This is an optimization exercise on Yosys and OpenROAD, whose aim is small area, a short achievable clock period and few clock cycles, not a production implementation. Only simulation tests tie the RTL to the original design; equivalence was not proved. Power is estimated from default activity; no workload was simulated.

==> flow/design.v <==
`default_nettype none
package dcachePkg;
   localparam int wordWidth  = 32;
   localparam int tagWidth   = 26;
   localparam int indexWidth = 3;
   localparam int numSets    = 8;
   localparam int byteBits   = 2;
   typedef logic [wordWidth-1:0]  word_t;
   typedef logic [tagWidth-1:0]   tag_t;
   typedef logic [indexWidth-1:0] index_t;
   typedef logic [2*wordWidth-1:0] block_t;      
   typedef enum logic [3:0] {
      idle,
      wbWord0,
      wbWord1,          
      fillWord0,
      fillWord1,        
      mergeFetch,       
      install,
      writeHit,
      respond,
      flushWay0Word0,
      flushWay0Word1,
      flushWay1Word0,
      flushWay1Word1,
      flushNext,
      flushed
   } cacheState_t;
endpackage
`default_nettype wire
`timescale 1ns/1ps
`default_nettype none
module dcache
(
   input  logic  CLK,
   input  logic  nRST,
   input  logic  dmemREN,
   input  logic  dmemWEN,
   input  dcachePkg::word_t dmemaddr,
   input  dcachePkg::word_t dmemstore,
   input  logic  halt,
   output logic  dhit,
   output dcachePkg::word_t dmemload,
   output logic  flushed,
   output logic  dREN,
   output logic  dWEN,
   output dcachePkg::word_t daddr,
   output dcachePkg::word_t dstore,
   input  logic  dwait,
   input  dcachePkg::word_t dload
);
   localparam logic [2:0] IDLE   = 3'd0,    
                          LOOK   = 3'd1,    
                          WB1    = 3'd2,    
                          RO     = 3'd3,    
                          RR     = 3'd4,    
                          FSTART = 3'd5,    
                          FW0    = 3'd6,    
                          FW1    = 3'd7;    
   logic [2:0]  state;
   logic        flushedR;
   logic        hitR, hitWayR, vwayR, vdirtyR;
   logic [4:0]  ent;                
   logic [25:0] atag;
   logic [2:0]  aidx;
   logic        off;
   logic        req;
   assign atag = dmemaddr[31:6];
   assign aidx = dmemaddr[5:3];
   assign off  = dmemaddr[2];
   assign req  = dmemREN | dmemWEN;
   logic [25:0] tagArr  [16];
   logic [31:0] dataArr [32];
   logic [15:0] validArr;
   logic [15:0] dirtyArr;
   logic [7:0]  lruArr;             
   logic [7:0]  setDirty;
   logic [2:0]  fs;
   logic        fw, anyDirty;
   assign setDirty = dirtyArr[7:0] | dirtyArr[15:8];
   assign anyDirty = |setDirty;
   always_comb
   begin
      fs = 3'd0;
      for (int s = 7; s >= 0; s--)
         if (setDirty[s])
            fs = 3'(s);
   end
   assign fw = !dirtyArr[{1'b0, fs}];
   logic       flushing;
   logic [7:0] asel, fsel, isel;
   assign flushing = state[2] && (state[1] || state[0]);
   assign fsel     = setDirty & ~(setDirty - 8'd1);           
   always_comb
      for (int s = 0; s < 8; s++)
         asel[s] = (aidx == 3'(s));
   assign isel = flushing ? fsel : asel;
   logic [25:0] t0, t1;
   always_comb
   begin
      t0 = '0;
      t1 = '0;
      for (int s = 0; s < 8; s++)
      begin
         t0 = t0 | (tagArr[s]     & {26{isel[s]}});
         t1 = t1 | (tagArr[8 + s] & {26{isel[s]}});
      end
   end
   logic [15:0] tagEq;
   always_comb
      for (int e = 0; e < 16; e++)
         tagEq[e] = validArr[e] && (tagArr[e] == atag);
   logic [7:0] victimDirty;
   always_comb
      for (int s = 0; s < 8; s++)
         victimDirty[s] = lruArr[s] ? dirtyArr[8 + s] : dirtyArr[s];
   logic match0, match1, hit, lru, vdirty;
   assign match0 = |(tagEq[7:0] & asel);
   assign match1 = |(tagEq[15:8] & asel);
   assign hit    = match0 || match1;
   assign lru    = |(lruArr & asel);
   assign vdirty = |(victimDirty & asel);
   logic [31:0] w00, w01, w10, w11;    
   always_comb
   begin
      w00 = '0;
      w01 = '0;
      w10 = '0;
      w11 = '0;
      for (int s = 0; s < 8; s++)
      begin
         w00 = w00 | (dataArr[{1'b0, 3'(s), 1'b0}] & {32{isel[s]}});
         w01 = w01 | (dataArr[{1'b0, 3'(s), 1'b1}] & {32{isel[s]}});
         w10 = w10 | (dataArr[{1'b1, 3'(s), 1'b0}] & {32{isel[s]}});
         w11 = w11 | (dataArr[{1'b1, 3'(s), 1'b1}] & {32{isel[s]}});
      end
   end
   logic [31:0] esel;
   logic [15:0] bsel;
   always_comb
   begin
      for (int e = 0; e < 32; e++)
         esel[e] = (ent == 5'(e));
      for (int b = 0; b < 16; b++)
         bsel[b] = esel[2*b] | esel[2*b + 1];
   end
   logic [31:0] wordR;
   logic look;
   logic dRENR, dWENR, lookHitR, cplR, rrR;
   logic [25:0] tagOutR;
   assign look = (state == LOOK);
   assign dWEN   = dWENR;
   assign dREN   = dRENR;
   assign daddr  = {tagOutR, ent[3:0], 2'b00};
   assign dstore = wordR;
   logic fetchDone, missLast;
   assign fetchDone = !dwait && dRENR;
   assign missLast  = !dwait && cplR;              
   assign dhit     = req && (lookHitR || missLast);
   assign dmemload = rrR ? dload : wordR;
   assign flushed  = flushedR;
   logic [2:0] nextState;
   always_comb
   begin
      nextState = state;
      case (state)
         IDLE:
            if (halt)
               nextState = FSTART;
            else if (req)
               nextState = LOOK;
         LOOK:
            if (hitR)
               nextState = IDLE;
            else if (!dwait)
               nextState = vdirtyR ? WB1 : (dmemWEN ? IDLE : RR);
         WB1:
            if (!dwait)
               nextState = RO;
         RO:
            if (!dwait)
               nextState = dmemWEN ? IDLE : RR;
         RR:
            if (!dwait)
               nextState = IDLE;
         FSTART:
            if (anyDirty)
               nextState = FW0;
         FW0:
            if (!dwait)
               nextState = FW1;
         default:
            if (!dwait)
               nextState = FSTART;
      endcase
   end
   logic curHit, curDirty, nextWB, nextRd;
   assign curHit   = (state == IDLE) ? hit : hitR;
   assign curDirty = (state == IDLE) ? vdirty : vdirtyR;
   assign nextWB   = (nextState == LOOK && !curHit && curDirty) ||
                     nextState == WB1 || nextState == FW0 || nextState == FW1;
   assign nextRd   = (nextState == LOOK && !curHit && !curDirty) ||
                     nextState == RO || nextState == RR;
   always_ff @(posedge CLK, negedge nRST)
   begin
      if (!nRST)
      begin
         state    <= IDLE;
         flushedR <= 1'b0;
         dWENR    <= 1'b0;
         dRENR    <= 1'b0;
         lookHitR <= 1'b0;
         cplR     <= 1'b0;
         rrR      <= 1'b0;
      end
      else
      begin
         state    <= nextState;
         if (state == FSTART && !anyDirty)
            flushedR <= 1'b1;
         dWENR    <= nextWB;
         dRENR    <= nextRd;
         lookHitR <= (state == IDLE) && nextState == LOOK && hit;
         cplR     <= (((nextState == LOOK && !curHit && !curDirty) || nextState == RO) && dmemWEN) ||
                     nextState == RR;
         rrR      <= (nextState == RR);
      end
   end
   always_ff @(posedge CLK)
      tagOutR <= nextWB ? ((flushing ? fw : lru) ? t1 : t0) : atag;
   logic rdWay, rdWord;
   logic [31:0] rdW0, rdW1;
   always_comb
   begin
      rdWay  = fw;
      rdWord = 1'b1;
      case (state)
         IDLE:
         begin
            rdWay  = !match0 && (match1 || lru);
            rdWord = off;
         end
         LOOK:
         begin
            rdWay  = vwayR;
            rdWord = dwait ? off : !off;
         end
         WB1:
         begin
            rdWay  = vwayR;
            rdWord = !off;
         end
         FSTART:
            rdWord = 1'b0;
         FW0:
            rdWord = !dwait;
         default: ;
      endcase
   end
   assign rdW0 = rdWord ? w01 : w00;
   assign rdW1 = rdWord ? w11 : w10;
   always_ff @(posedge CLK)
      wordR <= rdWay ? rdW1 : rdW0;
   always_ff @(posedge CLK)
   begin
      if (state == IDLE)
      begin
         hitR    <= hit;
         hitWayR <= !match0;
         vwayR   <= lru;
         vdirtyR <= vdirty;
      end
      case (state)
         IDLE:
            ent <= hit ? {!match0, aidx, off} : {lru, aidx, vdirty ? off : !off};
         LOOK:
            if (!dwait)
               ent <= {vwayR, aidx, vdirtyR ? !off : off};
         WB1:
            if (!dwait)
               ent <= {vwayR, aidx, !off};
         RO:
            if (!dwait)
               ent <= {vwayR, aidx, off};
         FSTART:
            ent <= {fw, fs, 1'b0};
         FW0:
            if (!dwait)
               ent <= {fw, fs, 1'b1};
         default: ;
      endcase
   end
   logic hitWrite, storeMiss, done;
   logic [31:0] wdata0, wdata1;
   assign hitWrite  = lookHitR && dmemWEN;
   assign storeMiss = missLast && dmemWEN;             
   assign done      = missLast;
   assign wdata0    = (dmemWEN && !off) ? dmemstore : dload;
   assign wdata1    = (dmemWEN &&  off) ? dmemstore : dload;
   always_ff @(posedge CLK)
   begin
      for (int e = 0; e < 32; e++)
         if ((esel[e] && (fetchDone || hitWrite)) || (esel[e ^ 1] && storeMiss))
            dataArr[e] <= e[0] ? wdata1 : wdata0;
      for (int b = 0; b < 16; b++)
         if (done && b[3] == vwayR && asel[b % 8])
            tagArr[b] <= atag;
   end
   always_ff @(posedge CLK, negedge nRST)
   begin
      if (!nRST)
      begin
         validArr <= '0;
         dirtyArr <= '0;
         lruArr   <= '0;
      end
      else
      begin
         for (int b = 0; b < 16; b++)
         begin
            if (done && b[3] == vwayR && asel[b % 8])
            begin
               validArr[b] <= 1'b1;
               dirtyArr[b] <= dmemWEN;
            end
            if (hitWrite && bsel[b])
               dirtyArr[b] <= 1'b1;
            if (state == FW1 && !dwait && bsel[b])
               dirtyArr[b] <= 1'b0;
         end
         for (int s = 0; s < 8; s++)
            if (asel[s])
            begin
               if (done)
                  lruArr[s] <= !vwayR;
               if (lookHitR)
                  lruArr[s] <= !hitWayR;
            end
      end
   end
endmodule
`default_nettype wire
Settings: LEC_CHECK=0, CAP_MARGIN=20, CORE_MARGIN=2, CORE_UTILIZATION=50, CTS_CLUSTER_DIAMETER=100, CTS_CLUSTER_SIZE=20, PLACE_DENSITY=0.65, SETUP_SLACK_MARGIN=5, SLEW_MARGIN=20, TNS_END_PERCENT=0; clock period 9.0 ns.
standard.sh (not shown) runs the stock make flow with config.mk's settings and CLKGATE_MAP_FILE= SYNTH_SCRIPT=/design/flow/synth_recipe.tcl, a recipe that flattens the netlist after the stock synthesis.
==> flow/flow/run.sh <==
#!/bin/bash
# The standard layout, with clock tree synthesis told not to add dummy
# loads for skew balancing and to cluster up to 20 sinks per leaf buffer.
set -e
export CTS_ARGS="-sink_clustering_enable -repair_clock_nets -dont_use_dummy_load -sink_clustering_size 20 -sink_clustering_max_diameter 100"
bash standard.sh > standard.log 2>&1
The starting point produced a clean layout.
Testbench counts at the start, summed over its fixed seeds: cycles 68,421.
Then changed:
==> flow/flow/run.sh (replaced) <==
#!/bin/bash
# The standard layout, with two changes: clock tree synthesis adds no dummy
# loads and clusters up to 20 sinks per leaf buffer, and the resizer may
# pick any cell of the same function, not only ones of the same footprint.
set -e
export CTS_ARGS="-sink_clustering_enable -repair_clock_nets -dont_use_dummy_load -sink_clustering_size 20 -sink_clustering_max_diameter 100"
bash standard.sh MATCH_CELL_FOOTPRINT=0 finish > standard.log 2>&1
The changed run went through all stages and came out clean.
Maximum frequency hardly moves.
Via count fell by 0.38%.
Flip-flop and latch count does not change.
Then changed:
==> flow/run.sh (new file) <==
#!/bin/bash
# synth_recipe.tcl (not shown) runs the flow's synth.tcl, then flattens the netlist and writes it again
# the make line also repeats each setting of config.mk as NAME=value (left out here)
make -C /OpenROAD-flow-scripts/flow DESIGN_CONFIG=/design/flow/config.mk WORK_HOME=/design/flow/orfs CLKGATE_MAP_FILE= SYNTH_SCRIPT=/design/flow/synth_recipe.tcl finish
removed: flow/flow/run.sh
removed: flow/standard.sh
Combinational power went up slightly.
Power went up by a few percent.
Register-to-register slack is better by 80 ps.
Clock skew went down by 44 ps.
Critical path depth went down by 8.
Die area does not change.
Worst setup slack is better by 9.5 ps.
Routed wire length hardly moves.
Sequential cell count is unchanged.
Design area went up slightly.
Then changed:
--- a/flow/config.mk
+++ b/flow/config.mk
@@ -9,6 +9,6 @@
 export CORE_MARGIN = 2
-export CORE_UTILIZATION = 50
+export CORE_UTILIZATION = 60
 export CTS_CLUSTER_DIAMETER = 100
 export CTS_CLUSTER_SIZE = 20
-export PLACE_DENSITY = 0.65
+export PLACE_DENSITY = 0.72
 export SETUP_SLACK_MARGIN = 5
The changed run passed the timing, DRC and antenna checks.
Die area falls by about a fifth.
Critical path depth rises by 9.
Area after synthesis does not change.
Synthesized cell count stays the same.

## what the ideal ports hide
How much do the figures lean on ideal ports? The routed layouts below were timed once more, with nothing changed but the port constraints. Step 1 assumes that a clkbuf_16 drives the clock port and a buf_2 every other input. Step 2 also shifts input and output timing later by t, the mid clock arrival at the registers, as if the neighbouring blocks saw the same clock. a / b / c = no drivers / after step 1 / after step 2; a / b = the first two.
run	t (ns)	slack for setup (ns)	worst hold slack (ns)
the first run	0.750	4.800 / 4.754 / 4.093	0.469 / 0.469 / 0.469
the second run	0.750	4.798 / 4.751 / 4.095	0.474 / 0.474 / 0.474
the third run	0.776	4.807 / 4.747 / 4.125	0.473 / 0.473 / 0.473
the fourth run	0.774	4.742 / 4.768 / 3.993	0.477 / 0.477 / 0.477
After both steps setup and hold are still met in every run listed. For the fourth run, which loses most, drivers alone change the setup slack by +0.026 ns; drivers and shift together by -0.749 ns.
